Source: an optimization exercise on an open RTL-to-GDS flow (aim: small area, a short achievable clock period and few clock cycles). Production flows keep margins and buffers that such runs may drop. The RTL was checked by simulation tests, not by an equivalence proof against the original design.

### design/flow/design.v
package ccm_pkg;
    localparam int REG_W     = 15;
    localparam int CFG_IDX_W = 3;
    localparam logic [CFG_IDX_W-1:0] CFG_MIN_HEIGHT  = 3'd0;
    localparam logic [CFG_IDX_W-1:0] CFG_MAX_HEIGHT  = 3'd1;
    localparam logic [CFG_IDX_W-1:0] CFG_MAX_WIDTH_X = 3'd2;
    localparam logic [CFG_IDX_W-1:0] CFG_MAX_WIDTH_Y = 3'd3;
    localparam logic [CFG_IDX_W-1:0] CFG_BOX_SEED    = 3'd4;
    localparam logic [REG_W-1:0] RST_MIN_HEIGHT  = 15'd100;
    localparam logic [REG_W-1:0] RST_MAX_HEIGHT  = 15'd400;
    localparam logic [REG_W-1:0] RST_MAX_WIDTH_X = 15'd300;
    localparam logic [REG_W-1:0] RST_MAX_WIDTH_Y = 15'd300;
    localparam logic [REG_W-1:0] RST_BOX_SEED    = 15'd10000;
    typedef enum logic [1:0] {
        BC_LOW  = 2'd0,
        BC_MID  = 2'd1,
        BC_HIGH = 2'd2
    } bearing_class_t;
endpackage
import ccm_pkg::*;
module cluster_cone_midpoint #(
    parameter int COORD_WIDTH = 16
) (
    input  logic                                       clk,
    input  logic                                       rst_n,
    input  logic                                       cfg_wr_en,
    input  logic [ccm_pkg::CFG_IDX_W-1:0]              cfg_wr_index,
    input  logic [ccm_pkg::REG_W-1:0]                  cfg_wr_data,
    input  logic                                       s_tvalid,
    output logic                                       s_tready,
    input  logic [((3*COORD_WIDTH+7)/8)*8-1:0]         s_tdata,   
    input  logic                                       s_tuser,   
    input  logic                                       s_tlast,   
    output logic                                       m_tvalid,
    input  logic                                       m_tready,
    output logic [((3*COORD_WIDTH+7)/8)*8-1:0]         m_tdata    
);
    localparam int W      = COORD_WIDTH;
    localparam int DATA_W = ((3*COORD_WIDTH+7)/8)*8;
    localparam int BW     = (COORD_WIDTH > REG_W + 1) ? COORD_WIDTH : REG_W + 1;
    logic [REG_W-1:0] min_height_reg, max_height_reg;
    logic [REG_W-1:0] max_width_x_reg, max_width_y_reg;
    logic [REG_W-1:0] box_seed_reg;
    logic                in_valid_reg;
    logic signed [W-1:0] in_x_reg, in_y_reg, in_z_reg;
    logic                in_first_reg, in_last_reg;
    logic                 cluster_open_reg, cluster_open_next;
    logic signed [BW-1:0] box_min_x_reg, box_max_x_reg, box_min_x_next, box_max_x_next;
    logic signed [BW-1:0] box_min_y_reg, box_max_y_reg, box_min_y_next, box_max_y_next;
    logic signed [BW-1:0] box_min_z_reg, box_max_z_reg, box_min_z_next, box_max_z_next;
    logic signed [W-1:0]  best0_x_reg, best0_y_reg, best0_x_next, best0_y_next;
    logic signed [W-1:0]  best1_x_reg, best1_y_reg, best1_x_next, best1_y_next;
    logic                 best0_valid_reg, best1_valid_reg, best0_valid_next, best1_valid_next;
    logic signed [W-1:0]  cluster_low_reg, cluster_low_next;
    logic signed [W-1:0]  frame_low_reg, frame_low_next;
    logic                out_valid_reg, out_valid_next;
    logic signed [W-1:0] out_x_reg, out_y_reg, out_z_reg;
    logic signed [W-1:0] out_x_next, out_y_next;
    logic process;
    assign process  = in_valid_reg && (!out_valid_reg || m_tready);
    assign s_tready = !in_valid_reg || process;
    assign m_tvalid = out_valid_reg;
    assign m_tdata  = DATA_W'({out_z_reg, out_y_reg, out_x_reg});
    function automatic logic [1:0] bclass(input logic signed [W-1:0] x,
                                              input logic signed [W-1:0] y);
        logic [1:0] c;
        if (y[W-1])
            c = BC_LOW;
        else if ((y == '0) && !x[W-1])
            c = BC_MID;
        else
            c = BC_HIGH;
        bclass = c;
    endfunction
    function automatic logic bearing_above(input logic signed [W-1:0] ax,
                                           input logic signed [W-1:0] ay,
                                           input logic signed [W-1:0] bx,
                                           input logic signed [W-1:0] by);
        logic [1:0] ca, cb;
        logic signed [2*W-1:0] p, q;
        logic r;
        ca = bclass(ax, ay);
        cb = bclass(bx, by);
        p  = bx * ay;
        q  = by * ax;
        if (ca != cb)
            r = (ca > cb);
        else if (ca == BC_MID)
            r = 1'b0;
        else
            r = (p > q);
        bearing_above = r;
    endfunction
    always_ff @(posedge clk or negedge rst_n)
    begin
        if (!rst_n)
        begin
            min_height_reg  <= RST_MIN_HEIGHT;
            max_height_reg  <= RST_MAX_HEIGHT;
            max_width_x_reg <= RST_MAX_WIDTH_X;
            max_width_y_reg <= RST_MAX_WIDTH_Y;
            box_seed_reg    <= RST_BOX_SEED;
        end
        else if (cfg_wr_en)
        begin
            unique case (cfg_wr_index)
                CFG_MIN_HEIGHT:  min_height_reg  <= cfg_wr_data;
                CFG_MAX_HEIGHT:  max_height_reg  <= cfg_wr_data;
                CFG_MAX_WIDTH_X: max_width_x_reg <= cfg_wr_data;
                CFG_MAX_WIDTH_Y: max_width_y_reg <= cfg_wr_data;
                CFG_BOX_SEED:    box_seed_reg    <= cfg_wr_data;
                default:         ;   
            endcase
        end
    end
    always_comb
    begin
        logic signed [BW-1:0]  seed_pos, seed_neg;
        logic signed [BW-1:0]  px, py, pz;
        logic signed [BW-1:0]  e_min_x, e_max_x, e_min_y, e_max_y, e_min_z, e_max_z;
        logic                  e_valid0, e_valid1;
        logic signed [W-1:0]   e_cluster_low, e_frame_low;
        logic                  above0, above1;
        logic signed [BW:0]    h, wx, wy;
        logic                  qualify;
        logic signed [W-1:0]   x2, y2;
        logic signed [W:0]     sum_x, sum_y;
        seed_pos = BW'(signed'({1'b0, box_seed_reg}));
        seed_neg = -seed_pos;
        px = BW'(in_x_reg);
        py = BW'(in_y_reg);
        pz = BW'(in_z_reg);
        e_min_x       = cluster_open_reg ? box_min_x_reg : seed_pos;
        e_max_x       = cluster_open_reg ? box_max_x_reg : seed_neg;
        e_min_y       = cluster_open_reg ? box_min_y_reg : seed_pos;
        e_max_y       = cluster_open_reg ? box_max_y_reg : seed_neg;
        e_min_z       = cluster_open_reg ? box_min_z_reg : seed_pos;
        e_max_z       = cluster_open_reg ? box_max_z_reg : seed_neg;
        e_valid0      = cluster_open_reg && best0_valid_reg;
        e_valid1      = cluster_open_reg && best1_valid_reg;
        e_cluster_low = cluster_open_reg ? cluster_low_reg : '0;
        e_frame_low   = in_first_reg ? '0 : frame_low_reg;
        box_min_x_next   = (px < e_min_x) ? px : e_min_x;
        box_max_x_next   = (px > e_max_x) ? px : e_max_x;
        box_min_y_next   = (py < e_min_y) ? py : e_min_y;
        box_max_y_next   = (py > e_max_y) ? py : e_max_y;
        box_min_z_next   = (pz < e_min_z) ? pz : e_min_z;
        box_max_z_next   = (pz > e_max_z) ? pz : e_max_z;
        cluster_low_next = (in_z_reg < e_cluster_low) ? in_z_reg : e_cluster_low;
        above0 = bearing_above(in_x_reg, in_y_reg, best0_x_reg, best0_y_reg);
        above1 = bearing_above(in_x_reg, in_y_reg, best1_x_reg, best1_y_reg);
        best0_x_next     = best0_x_reg;
        best0_y_next     = best0_y_reg;
        best1_x_next     = best1_x_reg;
        best1_y_next     = best1_y_reg;
        best0_valid_next = e_valid0;
        best1_valid_next = e_valid1;
        if (!e_valid0)
        begin
            best0_x_next     = in_x_reg;
            best0_y_next     = in_y_reg;
            best0_valid_next = 1'b1;
        end
        else if (above0)
        begin
            best1_x_next     = best0_x_reg;
            best1_y_next     = best0_y_reg;
            best1_valid_next = 1'b1;
            best0_x_next     = in_x_reg;
            best0_y_next     = in_y_reg;
        end
        else if (!e_valid1 || above1)
        begin
            best1_x_next     = in_x_reg;
            best1_y_next     = in_y_reg;
            best1_valid_next = 1'b1;
        end
        h  = (BW+1)'(box_max_z_next) - (BW+1)'(box_min_z_next);
        wx = (BW+1)'(box_max_x_next) - (BW+1)'(box_min_x_next);
        wy = (BW+1)'(box_max_y_next) - (BW+1)'(box_min_y_next);
        qualify = in_last_reg
               && (h  > (BW+1)'(signed'({1'b0, min_height_reg})))
               && (h  < (BW+1)'(signed'({1'b0, max_height_reg})))
               && (wx < (BW+1)'(signed'({1'b0, max_width_x_reg})))
               && (wy < (BW+1)'(signed'({1'b0, max_width_y_reg})));
        x2 = best1_valid_next ? best1_x_next : best0_x_next;
        y2 = best1_valid_next ? best1_y_next : best0_y_next;
        sum_x = (W+1)'(best0_x_next) + (W+1)'(x2);
        sum_y = (W+1)'(best0_y_next) + (W+1)'(y2);
        out_x_next = sum_x[W:1];   
        out_y_next = sum_y[W:1];
        frame_low_next = e_frame_low;
        if (qualify && (cluster_low_next < e_frame_low))
            frame_low_next = cluster_low_next;
        cluster_open_next = !in_last_reg;
        if (process)
            out_valid_next = qualify;
        else
            out_valid_next = out_valid_reg && !m_tready;
    end
    always_ff @(posedge clk or negedge rst_n)
    begin
        if (!rst_n)
            in_valid_reg <= 1'b0;
        else if (s_tready)
            in_valid_reg <= s_tvalid;
    end
    always_ff @(posedge clk)
    begin
        if (s_tvalid && s_tready)
        begin
            in_x_reg     <= s_tdata[W-1:0];
            in_y_reg     <= s_tdata[2*W-1:W];
            in_z_reg     <= s_tdata[3*W-1:2*W];
            in_first_reg <= s_tuser;
            in_last_reg  <= s_tlast;
        end
    end
    always_ff @(posedge clk or negedge rst_n)
    begin
        if (!rst_n)
        begin
            cluster_open_reg <= 1'b0;
            best0_valid_reg  <= 1'b0;
            best1_valid_reg  <= 1'b0;
            cluster_low_reg  <= '0;
            frame_low_reg    <= '0;
            out_valid_reg    <= 1'b0;
        end
        else
        begin
            out_valid_reg <= out_valid_next;
            if (process)
            begin
                cluster_open_reg <= cluster_open_next;
                best0_valid_reg  <= best0_valid_next;
                best1_valid_reg  <= best1_valid_next;
                cluster_low_reg  <= cluster_low_next;
                frame_low_reg    <= frame_low_next;
            end
        end
    end
    always_ff @(posedge clk)
    begin
        if (process)
        begin
            box_min_x_reg <= box_min_x_next;
            box_max_x_reg <= box_max_x_next;
            box_min_y_reg <= box_min_y_next;
            box_max_y_reg <= box_max_y_next;
            box_min_z_reg <= box_min_z_next;
            box_max_z_reg <= box_max_z_next;
            best0_x_reg   <= best0_x_next;
            best0_y_reg   <= best0_y_next;
            best1_x_reg   <= best1_x_next;
            best1_y_reg   <= best1_y_next;
            out_x_reg     <= out_x_next;
            out_y_reg     <= out_y_next;
            out_z_reg     <= frame_low_next;
        end
    end
endmodule
### design/flow/run.sh
#!/bin/bash
# synth_recipe.tcl (not shown) runs the flow's synth.tcl, then flattens the netlist and writes it again
# the make line also repeats each setting of config.mk as NAME=value (left out here)
make -C /OpenROAD-flow-scripts/flow DESIGN_CONFIG=/design/flow/config.mk WORK_HOME=/design/flow/orfs CLKGATE_MAP_FILE= SYNTH_SCRIPT=/design/flow/synth_recipe.tcl finish
### design/flow/config.mk
export PLATFORM = sky130hd
export DESIGN_NAME = cluster_cone_midpoint
export DESIGN_NICKNAME = cluster_cone_midpoint
export VERILOG_FILES = /design/flow/design.v
export SDC_FILE = /design/flow/constraint.sdc
export NUM_CORES = 4
export LEC_CHECK = 0
export CAP_MARGIN = 20
export CORE_MARGIN = 2
export CORE_UTILIZATION = 40
export SLEW_MARGIN = 20
### design/flow/constraint.sdc
create_clock -name core_clock -period 12.5 [get_ports {clk}]
set_input_delay 2.5000 -clock core_clock [delete_from_list [all_inputs] [get_ports {clk}]]
set_output_delay 2.5000 -clock core_clock [all_outputs]
set_load 0.01 [all_outputs]
==> summary.log <==
qor: run_status.status complete, no violations
qor: floorplan.floorplan.core_area 0.160 mm²
qor: timing.fin_crit_period 12.01 ns
qor: detailed_routing.vias 47473
qor: synthesis.synth_nets 8674
qor: clocking.cts_clk_pin_slew_worst_paths 0.06 ns
qor: timing.report.final.hold_viol_count 0
qor: synthesis.post_synthesis_sequential_element_count 370
qor: floorplan.die-width 406 µm
qor: global_routing.global_route.overflow_total 0
qor: detailed_routing.drt_wl_total 186 mm
qor: timing.max-slew-margin-rel 31.9%
qor: clocking.clock_sinks 370
qor: layout.drive_gt1_share 7.45%
qor: worst_setup_path.end_kind flip-flop
qor: hold_path.timing.hold.worst.start frame_low_reg[10]$_DFFE_PN0P_
qor: clocking.cts_buffers 50
qor: layout.multi_input_area 0.0480 mm²
qor: timing.final_min_period_over_clock_period 96.1%
qor: global_routing.global_route.usage.met1 30.1%
qor: global_routing.first_global_vias 50555
qor: synthesis.post_synth_inst_count 6893
qor: worst_setup_path.required 12.88 ns
qor: worst_setup_path.r2r_start in_y_reg[7]$_DFFE_PP_
qor: place.place_inst 9091
qor: clocking.cts_hold_buf 0
qor: layout.postLayoutCoreUtil 44.5%
qor: hold_path.timing.hold.worst_path_depth 1
qor: worst_setup_path.crit_path_top_delay_cell sky130_fd_sc_hd__xnor2_1
qor: synthesis.synth-async-reset-ratio 30.3%
qor: worst_setup_path.cp_common_cell sky130_fd_sc_hd__fa_1
qor: timing.timing.fmax 83.3 MHz
qor: clocking.htree_levels 2
qor: worst_setup_path.cp-start-kind flip-flop
qor: synthesis.synth_top_flop_cell sky130_fd_sc_hd__edfxtp_1
qor: worst_setup_path.delay_of_the_slowest_cell_on_the_worst_path 0.59 ns
qor: floorplan.die_y 406 µm
qor: detailed_routing.wire_per_inst 20.2 µm
qor: synthesis.post_synth_main_area_contributors sky130_fd_sc_hd__fa_1 (33%), sky130_fd_sc_hd__ha_1 (13%), sky130_fd_sc_hd__edfxtp_1 (12%)
qor: place.gp_congestion 0.907
qor: worst_setup_path.setup.reg_to_reg.worst_slack 0.49 ns
qor: floorplan.fp-row-count 147
qor: floorplan.dieArea 0.165 mm²
qor: global_routing.grt_max_degree 127
qor: layout.finish.cell_count_without_fillers 9199
qor: detailed_routing.drt_drc_violations_left 0
qor: place.place.detailed.hpwl 151 mm
qor: detailed_routing.via_per_inst 5.16
qor: synthesis.yosysWarnings 1
qor: worst_setup_path.path_max_fanout 12
qor: global_routing.grtUsageMet3 3.72%
qor: layout.fill_cells 15503
qor: hold_path.hold_path_class flip-flop to flip-flop
qor: global_routing.grt_use_total 23.1%
qor: timing.clock-skew-final 0.0694 ns
qor: synthesis.ys_types 80
qor: floorplan.start_util 40.3%
qor: synthesis.sequential_fraction_of_the_synthesis_area 16.4%
qor: synthesis.synth_top_cell_by_area sky130_fd_sc_hd__fa_1
qor: global_routing.grt_first_pass_wirelength 294 mm
qor: timing.setup_viol_count_final 0
qor: detailed_routing.final_antenna_net_count 0
qor: timing.timing.final.max_slew_violations 0
qor: layout.nets 8776
qor: worst_setup_path.timing.setup.critical_path_class flip-flop to flip-flop
qor: synthesis.syn-mean-instance-area 9.37 µm²
qor: worst_setup_path.worst_r2r_endpoint out_y_reg[13]$_DFFE_PP_
qor: layout.register_area 0.0106 mm²
qor: place.placement.io_buffers 122
qor: hold_path.hold_end frame_low_reg[10]$_DFFE_PN0P_
qor: global_routing.grt_use_met2 39.2%
qor: synthesis.synth-edff-count 258
qor: clocking.tritoncts done
qor: worst_setup_path.r2r_cells 52
qor: global_routing.global_route.peak_usage_layer met2
qor: layout.area_delta_synth_final 10.6%
qor: job.drv.max_cap_violation_count 0
qor: synthesis.synth_most_common_cell sky130_fd_sc_hd__inv_1
qor: global_routing.initial_antenna_violation_count 7
qor: clocking.cts_max_path_buffers 3
qor: synthesis.netlist_top_cells_count sky130_fd_sc_hd__inv_1 (1372), sky130_fd_sc_hd__fa_1 (1053), sky130_fd_sc_hd__nand2_1 (751), sky130_fd_sc_hd__ha_1 (655), sky130_fd_sc_hd__and2_1 (476)
qor: detailed_routing.drt_iter0_drc 2929
qor: detailed_routing.detailedRoute.firstPassIterationCount 8
qor: synthesis.post-synth-top-area-fraction 32.6%
qor: clocking.clock-root-buffer sky130_fd_sc_hd__clkbuf_16
qor: timing.worst-slew-pin-transition 1.02 ns
qor: synthesis.netlist_area 0.0646 mm²
qor: clocking.clk_latency 0.69 ns
qor: worst_setup_path.arrival 12.38 ns
qor: floorplan.ioPinCount 123
[how the worst max path moves through the flow]
stage                                from                      end  depth (start not counted)
floorplan           in_x_reg[7]$_DFFE_PP_  out_x_reg[13]$_DFFE_PP_                         52
global placement    in_y_reg[4]$_DFFE_PP_  out_x_reg[13]$_DFFE_PP_                         49
CTS                 in_x_reg[6]$_DFFE_PP_  out_y_reg[13]$_DFFE_PP_                         47
detailed placement  in_x_reg[4]$_DFFE_PP_  out_x_reg[13]$_DFFE_PP_                         50
global route        in_x_reg[5]$_DFFE_PP_  out_x_reg[13]$_DFFE_PP_                         51
finish              in_y_reg[7]$_DFFE_PP_  out_y_reg[13]$_DFFE_PP_                         52
[what timing repair did]
item | 4_1_cts | 5_1_grt
setup buffers | 0 | 12
pin swaps | 0 | 10
endpoints found under the hold margin | 0 | 0
resized for setup | 1 | 49
endpoints found under the setup margin | 1 | 16
[cell type report]
cell class	count	share of cell area (%)
Multi-Input combinational cell	4843	67.2
Timing Repair Buffer	357	4.55
Clock inverter	27	0.449
Antenna cell	2	0.00701
Clock buffer	67	1.99
Sequential cell	370	14.8
Inverter	1373	7.23
Tap cell	2160	3.78
[cells in the final DEF, fill, tap and decap left out, types with 22 or more instances in the layout]
cell type,netlist,layout
sky130_fd_sc_hd__nor3_1,40,35
sky130_fd_sc_hd__buf_4,1,210
sky130_fd_sc_hd__inv_1,1372,1372
sky130_fd_sc_hd__mux2_2,107,107
sky130_fd_sc_hd__edfxtp_1,258,258
sky130_fd_sc_hd__nor2b_1,70,69
sky130_fd_sc_hd__and2_1,476,475
sky130_fd_sc_hd__ha_1,655,654
sky130_fd_sc_hd__nand2_1,751,751
sky130_fd_sc_hd__a21oi_1,310,296
sky130_fd_sc_hd__o22ai_1,32,31
sky130_fd_sc_hd__a211oi_1,24,22
sky130_fd_sc_hd__nand2b_1,90,90
sky130_fd_sc_hd__o21ai_0,206,202
sky130_fd_sc_hd__o21a_1,79,79
sky130_fd_sc_hd__xor2_1,55,55
sky130_fd_sc_hd__clkbuf_16,0,53
sky130_fd_sc_hd__nand4_1,43,43
sky130_fd_sc_hd__o21bai_1,37,36
sky130_fd_sc_hd__a21o_1,85,85
sky130_fd_sc_hd__xnor2_1,143,142
sky130_fd_sc_hd__mux2i_1,74,73
sky130_fd_sc_hd__fa_1,1053,1052
sky130_fd_sc_hd__nand3_1,62,62
sky130_fd_sc_hd__clkdlybuf4s50_1,0,121
sky130_fd_sc_hd__dfrtp_1,93,92
sky130_fd_sc_hd__nor2_1,221,221
[metal layers]
layer	up-vias	wire length, µm
li1	21921	-
met1	24028	78300
met2	1214	89200
met3	302	11100
met4	8	7020
met5	-	46
[critical path: cells and delay by family, from the launching register on]
family	cells	cell delay, ns
fa+ha+maj	9	4.22
flops	1	0.45
compound gates	24	4.20
xor+xnor	2	0.88
mux	1	0.34
simple gates	9	0.88
buf+inv	7	0.71
[logic make-up after synthesis]
family | synth area share (%)
AND/OR/NAND/NOR | 14.0
adder cells (fa/ha/maj) | 45.3
buffers and inverters | 9.77
AO/OA/AOI/OAI | 8.81
flip-flops | 16.4
XOR/XNOR | 2.69
multiplexers | 3.04
[per-stage QoR]
stage	area [µm²]	setup TNS [ns]	hold WS (ns)	worst slack, ns
2_1_floorplan	64600	0	0.441	0.466
3_3_place_gp	69300	0	0.473	0.217
3_5_place_dp	69300	0	0.485	0.140
4_1_cts	71100	0	0.501	0.0811
5_1_grt	71400	-0.0669	0.521	-0.0515
6_report	71400	0	0.499	0.493
Testbench counts, summed over its fixed seeds: cycles 17,830.

-- separate check: timing with driven ports --
The results above use ideal ports. As a check the final layout listed here was re-extracted and re-timed, cells and wires unchanged.
Step 1 assumes that a clkbuf_16 drives the clock port and a buf_2 every other input.
Step 2 also shifts input and output timing later by t, the mid clock arrival at the registers, as if the neighbouring blocks saw the same clock.
a / b / c = ideal ports / drivers / drivers and shift; a / b = the first two.
t, ns: 0.732
setup WS [ns]: 0.493 / 0.493 / 0.493
pins driven straight from the clock port: 1
After both steps this run still meets setup and hold. The setup slack of this run moves by 0.000 ns with the drivers and by 0.000 ns with both steps.
